This is an optimization exercise on Yosys and OpenROAD, whose aim is small area, a short achievable clock period and few clock cycles, not a production implementation. Only simulation tests tie the RTL to the original design; equivalence was not proved. Power and IR drop assume default switching activity.

==> inputs of exp/umber <==
Design dense_polynomial_add_multiply, start of the top module:
module dense_polynomial_add_multiply
 #(
  parameter int MAX_DEGREE = 63
) (
  input  logic                  clk,
  input  logic                  rst,
  input  logic                  cmd_valid,
  output logic                  cmd_ready,
  input  logic [2:0]            cmd_func,
  input  logic [5:0]            cmd_exponent,
  input  logic [31:0]           cmd_coefficient,
  output logic                  result_valid,
  input  logic                  result_ready,
  output logic [5:0]            result_degree_index,
  output logic [31:0]           result_coefficient,
  output logic                  result_is_last,
  output logic [1:0]            result_error_code
);
==> flow/config.mk <==
export PLATFORM = sky130hd
export DESIGN_NAME = dense_polynomial_add_multiply
export DESIGN_NICKNAME = dense_polynomial_add_multiply
export VERILOG_FILES = /design/flow/design.v
export SDC_FILE = /design/flow/constraint.sdc
export NUM_CORES = 4
export LEC_CHECK = 0
export CAP_MARGIN = 20
export CORE_MARGIN = 2
export CORE_UTILIZATION = 55
export SETUP_SLACK_MARGIN = 4.7
export SLEW_MARGIN = 20
==> flow/constraint.sdc <==
create_clock -name core_clock -period 8.3 [get_ports {clk}]
set_input_delay 1.6600 -clock core_clock [delete_from_list [all_inputs] [get_ports {clk}]]
set_output_delay 1.6600 -clock core_clock [all_outputs]
set_load 0.01 [all_outputs]
run.sh (not shown) runs the stock make flow with config.mk's settings and CLKGATE_MAP_FILE= SYNTH_SCRIPT=/design/flow/synth_recipe.tcl, a recipe that flattens the netlist after the stock synthesis.
==> exp/ember: changes against exp/umber <==
Settings changed: CTS_CLUSTER_DIAMETER set to 110, CTS_CLUSTER_SIZE set to 18, SETUP_SLACK_MARGIN 4.7 to 4.5.
==> exp/violet: changes against exp/umber <==
Settings changed: CTS_CLUSTER_DIAMETER set to 120, CTS_CLUSTER_SIZE set to 22.
==> run summary <==
Layout Check Fail Reasons antenna rules; crit path from o_a[3][24]; status finished with violations; WHS 0.3482 ns; part of the power in registers 54.7%; WL met3 135100 um; DP HPWL 597700 um; H-Tree Depth 5; reg2reg path depth 8; P per Cell Area ~210 nW/um2; ANT nets after route 1
That was exp/violet.
==> run summary <==
WL met3 136200 um; part of the power in registers between 40 and 50%; P per Cell Area 234.8 nW/um2; postcts setup bufs 131; reg2reg path depth 8; status complete, no violations; crit path from o_a[3][24]; H-Tree Depth 6
That was exp/umber.
==> run summary <==
status complete, no violations; WHS roughly 0.32 ns; DP HPWL 603800 um; crit path from o_bd[0][18]; ANT nets after route 0; part of the power in registers 53.5%; H-Tree Depth 5; WL met3 ~140000 um
That was exp/ember.
Testbench counts of exp/umber, summed over its fixed seeds: cycles 12,739.
Testbench counts of exp/ember, summed over its fixed seeds: cycles 12,739.
Testbench counts of exp/violet, summed over its fixed seeds: cycles 12,739.

==> job 3596 <==
Another version of the RTL of dense_polynomial_add_multiply (not shown whole).
Settings: LEC_CHECK=0, CAP_MARGIN=20, CORE_MARGIN=2, CORE_UTILIZATION=55, SETUP_SLACK_MARGIN=4.7, SLEW_MARGIN=20, TNS_END_PERCENT=5; clock period 8.3 ns.
==> job 258 (differences from job 3596) <==
--- a/flow/design.v
+++ b/flow/design.v
@@ -7529,15 +7529,15 @@
   logic [5:0] sq_pk2;       
   logic [5:0] sq_kb2;       
   logic [5:0] sq_dbb;       
   logic       d_vld, d_first, d_last, d_lastcmd, d_err, d_add, d_wb;
   logic [5:0] d_k, d_slot;   
   logic [15:0] d_arow [4];   
   logic [15:0] d_brow [4];
-  logic [1:0] d_bsel;       
+  logic [3:0] d_bsel [4];   
   logic [3:0] d_lane;
   logic [3:0] d_one_b;      
   logic [3:0] d_one_a;      
   logic        o_vld, o_first, o_last, o_lastcmd, o_err, o_wb;
   logic [5:0]  o_k, o_slot;
   logic [31:0] o_a  [4];
   logic [47:0] o_bd [4];
@@ -7592,21 +7592,24 @@
   assign x_clr_busy = x_clr && phase;
   logic        s_vld;
   logic [2:0]  s_func;
   logic [5:0]  s_exp;
   logic [31:0] s_coef;
   logic        take, e_free;
   logic [2:0]  nxt_func;
-  logic [5:0]  nxt_exp;
+  logic [5:0]  nxt_exp, ld_exp;
+  logic [5:0]  e_sa0, e_sa1, e_sb0, e_sb1;
+  logic        e_sam, e_sbm;
   logic [31:0] nxt_coef;
   assign cmd_ready = !s_vld;
   assign take      = cmd_valid && !s_vld;
   assign e_free    = !e_vld || e_exec;
   assign nxt_func  = s_vld ? s_func : cmd_func;
-  assign nxt_exp   = e_free ? (s_vld ? s_exp  : cmd_exponent)    : e_exp;
+  assign ld_exp    = s_vld ? s_exp : cmd_exponent;
+  assign nxt_exp   = e_free ? ld_exp : e_exp;
   assign nxt_coef  = s_vld ? s_coef : cmd_coefficient;
   always_ff @(posedge clk) begin
     if (rst) begin
       e_vld <= 1'b0;
       s_vld <= 1'b0;
     end else if (e_free) begin
       e_vld <= s_vld || take;
@@ -7625,14 +7628,20 @@
       e_clr  <= nxt_func == dpam_pkg::FUNC_CLEAR;
       e_lda  <= nxt_func == dpam_pkg::FUNC_LOAD_A;
       e_ldb  <= nxt_func == dpam_pkg::FUNC_LOAD_B;
       e_add  <= nxt_func == dpam_pkg::FUNC_ADD;
       e_mul  <= nxt_func == dpam_pkg::FUNC_MUL;
       e_nop  <= nxt_func > dpam_pkg::FUNC_MUL;
       e_exp  <= nxt_exp;
+      e_sa0  <= ld_exp + abase;
+      e_sa1  <= ld_exp + abase_mul;
+      e_sam  <= x_mul && !prod_deg[6];
+      e_sb0  <= ld_exp + bbase;
+      e_sb1  <= ld_exp + bnew;
+      e_sbm  <= x_clr_busy;
       e_coef <= nxt_coef;
     end
   end
   always_ff @(posedge clk) begin
     if (rst) begin
       da    <= '0;
       db    <= '0;
@@ -7647,43 +7656,44 @@
       end
       if (x_lda && e_exp > da) da <= e_exp;
       if (x_ldb && e_exp > db) db <= e_exp;
       if (x_add && db > da) da <= db;
       if (x_mul && !prod_deg[6]) da <= prod_deg[5:0];
     end
   end
-  logic        w_en, rd_adv, leave, ph_end, clr_act;
+  logic        w_en, rd_adv, leave, ph_end;
   logic [5:0]  e_slot, eb_slot, lv_slot, lv_bslot;
   logic [63:0] a_we;
   logic [31:0] a_wd;
   assign w_en    = w_vld && !kill_w;
-  assign e_slot  = e_exp + abase;
-  assign eb_slot = e_exp + bbase;
+  assign e_slot  = e_sam ? e_sa1 : e_sa0;
+  assign eb_slot = e_sbm ? e_sb1 : e_sb0;
   always_comb begin
     for (int w = 0; w < 64; w++) begin
       a_we[w] = (x_lda && e_slot == 6'(w)) || (w_en && w_slot == 6'(w));
     end
   end
   assign a_wd    = x_lda ? e_coef : out_coef;
   assign rd_adv  = d_vld && adv;
-  assign clr_act = clr_pend || x_clr_busy;
-  assign leave   = rd_adv && d_last && !d_err && clr_act;
+  assign leave   = rd_adv && d_last && !d_err && clr_pend;
   assign ph_end  = rd_adv && d_lastcmd;
   assign lv_slot = d_slot;
-  assign lv_bslot = d_k + (x_clr_busy ? bnew : bbase);
+  assign lv_bslot = d_k + bbase;
   always_ff @(posedge clk) begin
     for (int w = 0; w < 64; w++) begin
       if (a_we[w])                             a_mem[w] <= a_wd;
       if (x_ldb && eb_slot == 6'(w))           b_mem[w] <= e_coef;
     end
   end
   logic [5:0] ahi, bhi, alo_q, ahi_q, blo_q, bhi_q;
   logic       awrap, bwrap, awrap_q, bwrap_q;
-  assign {awrap, ahi} = {1'b0, abase} + {1'b0, front};
-  assign {bwrap, bhi} = {1'b0, bnew} + {1'b0, front};
+  logic [6:0] front_nx;
+  assign front_nx = (rd_adv && d_last) ? {1'b0, d_k} + 7'd1 : {1'b0, front};
+  assign {awrap, ahi} = {1'b0, abase} + front_nx;
+  assign {bwrap, bhi} = {1'b0, bnew} + front_nx;
   always_ff @(posedge clk) begin
     alo_q   <= abase;
     ahi_q   <= ahi;
     awrap_q <= awrap;
     blo_q   <= bnew;
     bhi_q   <= bhi;
     bwrap_q <= bwrap;
@@ -7829,15 +7839,17 @@
       for (int l = 0; l < 4; l++) begin
         logic [1:0] u;
         u = 2'(l) - sq_pa[1:0];
         d_lane[l]  <= !sq_err && (sq_add ? (u < 2'd2) : (6'(u) <= hs));
         d_one_b[l] <= sq_add && u == 2'd0;
         d_one_a[l] <= sq_add && u == 2'd1;
       end
-      d_bsel    <= sq_pb[1:0] + sq_pa[1:0];
+      for (int l = 0; l < 4; l++) begin
+        d_bsel[l] <= 4'(1) << 2'(sq_pb[1:0] + sq_pa[1:0] - 2'(l));
+      end
       d_first   <= sq_first;
       d_last    <= win_last;
       d_lastcmd <= win_last && kdone;
       d_err     <= sq_err;
       d_add     <= sq_add;
       d_k       <= sq_k;
       d_slot    <= sq_k + abase;
@@ -7897,18 +7909,24 @@
         bb_d[b] = bb_d[b] | (b_mem[4*r+b] & {32{d_brow[b][r]}});
         bb_v[b] = bb_v[b] | (b_vld[4*r+b] & d_brow[b][r]);
       end
     end
   end
   always_comb begin
     for (int l = 0; l < 4; l++) begin
-      logic [1:0] bbk;
-      bbk = d_bsel - 2'(l);
+      logic [31:0] bd;
+      logic        bv;
+      bd = '0;
+      bv = 1'b0;
+      for (int b = 0; b < 4; b++) begin
+        bd = bd | (bb_d[b] & {32{d_bsel[l][b]}});
+        bv = bv | (bb_v[b] & d_bsel[l][b]);
+      end
       ra[l] = d_one_a[l] ? 32'd1 : (d_lane[l] && ab_v[l]) ? ab_d[l] : 32'd0;
-      rb[l] = d_one_b[l] ? 32'd1 : (d_lane[l] && bb_v[bbk]) ? bb_d[bbk] : 32'd0;
+      rb[l] = d_one_b[l] ? 32'd1 : (d_lane[l] && bv) ? bd : 32'd0;
     end
     for (int l = 0; l < 4; l++) begin
       for (int r = 0; r < 16; r++) begin
         logic bm1, b0, b1;
         bm1 = (r == 0) ? 1'b0 : rb[l][2*r-1];
         b0  = rb[l][2*r];
         b1  = rb[l][2*r+1];
--- a/flow/config.mk
+++ b/flow/config.mk
@@ -4,10 +4,11 @@
 export VERILOG_FILES = /design/flow/design.v
 export SDC_FILE = /design/flow/constraint.sdc
 export NUM_CORES = 4
 export LEC_CHECK = 0
 export CAP_MARGIN = 20
 export CORE_MARGIN = 2
 export CORE_UTILIZATION = 55
+export CTS_CLUSTER_DIAMETER = 110
+export CTS_CLUSTER_SIZE = 18
 export SETUP_SLACK_MARGIN = 4.7
 export SLEW_MARGIN = 20
-export TNS_END_PERCENT = 5
==> job 9570 (differences from job 3596) <==
--- a/flow/design.v
+++ b/flow/design.v
@@ -7647,43 +7647,44 @@
       end
       if (x_lda && e_exp > da) da <= e_exp;
       if (x_ldb && e_exp > db) db <= e_exp;
       if (x_add && db > da) da <= db;
       if (x_mul && !prod_deg[6]) da <= prod_deg[5:0];
     end
   end
-  logic        w_en, rd_adv, leave, ph_end, clr_act;
+  logic        w_en, rd_adv, leave, ph_end;
   logic [5:0]  e_slot, eb_slot, lv_slot, lv_bslot;
   logic [63:0] a_we;
   logic [31:0] a_wd;
   assign w_en    = w_vld && !kill_w;
   assign e_slot  = e_exp + abase;
   assign eb_slot = e_exp + bbase;
   always_comb begin
     for (int w = 0; w < 64; w++) begin
       a_we[w] = (x_lda && e_slot == 6'(w)) || (w_en && w_slot == 6'(w));
     end
   end
   assign a_wd    = x_lda ? e_coef : out_coef;
   assign rd_adv  = d_vld && adv;
-  assign clr_act = clr_pend || x_clr_busy;
-  assign leave   = rd_adv && d_last && !d_err && clr_act;
+  assign leave   = rd_adv && d_last && !d_err && clr_pend;
   assign ph_end  = rd_adv && d_lastcmd;
   assign lv_slot = d_slot;
-  assign lv_bslot = d_k + (x_clr_busy ? bnew : bbase);
+  assign lv_bslot = d_k + bbase;
   always_ff @(posedge clk) begin
     for (int w = 0; w < 64; w++) begin
       if (a_we[w])                             a_mem[w] <= a_wd;
       if (x_ldb && eb_slot == 6'(w))           b_mem[w] <= e_coef;
     end
   end
   logic [5:0] ahi, bhi, alo_q, ahi_q, blo_q, bhi_q;
   logic       awrap, bwrap, awrap_q, bwrap_q;
-  assign {awrap, ahi} = {1'b0, abase} + {1'b0, front};
-  assign {bwrap, bhi} = {1'b0, bnew} + {1'b0, front};
+  logic [6:0] front_nx;
+  assign front_nx = (rd_adv && d_last) ? {1'b0, d_k} + 7'd1 : {1'b0, front};
+  assign {awrap, ahi} = {1'b0, abase} + front_nx;
+  assign {bwrap, bhi} = {1'b0, bnew} + front_nx;
   always_ff @(posedge clk) begin
     alo_q   <= abase;
     ahi_q   <= ahi;
     awrap_q <= awrap;
     blo_q   <= bnew;
     bhi_q   <= bhi;
     bwrap_q <= bwrap;
==> flow/config.mk (replaced) <==
export PLATFORM = sky130hd
export DESIGN_NAME = dense_polynomial_add_multiply
export DESIGN_NICKNAME = dense_polynomial_add_multiply
export VERILOG_FILES = /design/flow/design.v
export SDC_FILE = /design/flow/constraint.sdc
export NUM_CORES = 4
export LEC_CHECK = 0
export CAP_MARGIN = 20
export CORE_MARGIN = 2
export CORE_UTILIZATION = 62
export SETUP_SLACK_MARGIN = 4.7
export SLEW_MARGIN = 20
export TNS_END_PERCENT = 5
==> impl_metrics.py <==
metrics = {
    "power": {
        "power_frac_seq_pct": 48.2,
        "p_per_area_nw_per_um2": 231,
    },
    "outcome": {
        "status": "finished clean",
    },
    "worst_setup_path": {
        "path_max_fanout": 27,
        "slowest_stage": "and4_1",
    },
    "clocking": {
        "post_cts_buffers": 66,
    },
    "global_routing": {
        "grt_pass1_vias": 163000,
    },
    "min_path": {
        "min_to": "w_slot[5]$_DFF_P_",
    },
    "synthesis": {
        "synth_common_cells": "edfxtp_1 (5,365), a22oi_1 (1,464), fa_1 (993)",
        "ys_seq_area_share_pct": 64.6,
    },
    "timing": {
        "max_freq_ghz": 0.248,
    },
    "final_layout": {
        "final_cell_area_sq_um": 285000,
    },
}
-- figures above: job 9570

==> impl_metrics.py <==
metrics = {
    "outcome": {
        "status": "finished clean",
    },
    "placed_design": {
        "placedCellCount": 22900,
    },
    "power": {
        "power_frac_seq_pct": 53.7,
    },
    "final_layout": {
        "final_cell_area_sq_um": 281000,
    },
    "worst_setup_path": {
        "path_max_fanout": 33,
        "slowest_stage": "a221oi_4",
    },
    "global_routing": {
        "grt_pass1_vias": 159000,
    },
    "synthesis": {
        "synth_common_cells": "edfxtp_1 (5,401), a22oi_1 (1,349), fa_1 (995)",
        "ys_seq_area_share_pct": 64.5,
    },
    "clocking": {
        "post_cts_buffers": 117,
    },
}
-- figures above: job 258

==> impl_metrics.py <==
metrics = {
    "timing": {
        "max_freq_ghz": 0.254,
    },
    "power": {
        "p_per_area_nw_per_um2": 235,
        "power_frac_seq_pct": 47.0,
    },
    "synthesis": {
        "synth_common_cells": "edfxtp_1 (5,365), a22oi_1 (1,547), fa_1 (993)",
        "ys_seq_area_share_pct": 64.6,
    },
    "global_routing": {
        "grt_pass1_vias": 160000,
    },
    "final_layout": {
        "final_cell_area_sq_um": 289000,
    },
    "outcome": {
        "status": "finished clean",
    },
    "min_path": {
        "min_to": "w_slot[2]$_DFF_P_",
    },
}
-- figures above: job 3596

Testbench counts of job 3596, summed over its fixed seeds: cycles 12,739.
Testbench counts of job 258, summed over its fixed seeds: cycles 12,739.
Testbench counts of job 9570, summed over its fixed seeds: cycles 12,739.

==> afterwards: timing with drivers on the ports <==
How much do the figures lean on ideal ports? The routed layouts below were timed once more, with nothing changed but the port constraints. Step 1 sets driving cells, clkbuf_16 on the clock port and buf_2 on the other inputs (assumed; they add their load-dependent delay and slew). Step 2 moves the port delays by t, midway between the first and last clock arrival at a register: inputs arrive t later, outputs are due t later. That takes back most of the time a late clock gives input paths. Slacks: ideal / step 1 / step 2; pairs: ideal / step 1.
| run | t, ns | setup slack, ns | clock arrival spread, ns | worst register clock-pin slew, ns | cell pins on the clock port's net |
|---|---|---|---|---|---|
| exp/umber | 1.203 | 4.513 / 4.513 / 3.616 | 0.108 / 0.108 | 0.07 / 0.07 | 1 |
| exp/ember | 1.145 | 4.413 / 4.408 / 3.524 | 0.105 / 0.105 | 0.10 / 0.10 | 1 |
| exp/violet | 1.124 | 4.512 / 4.512 / 3.732 | 0.080 / 0.079 | 0.11 / 0.11 | 1 |
| job 3596 | 1.226 | 4.370 / 4.283 / 3.453 | 0.140 / 0.141 | 0.08 / 0.08 | 1 |
| job 258 | 1.129 | 4.578 / 4.578 / 3.760 | 0.102 / 0.102 | 0.10 / 0.10 | 1 |
| job 9570 | 1.165 | 4.274 / 4.274 / 3.657 | 0.092 / 0.092 | 0.08 / 0.08 | 1 |
The setup slack of job 3596, which loses most, moves by -0.087 ns with the drivers and by -0.917 ns with both steps.
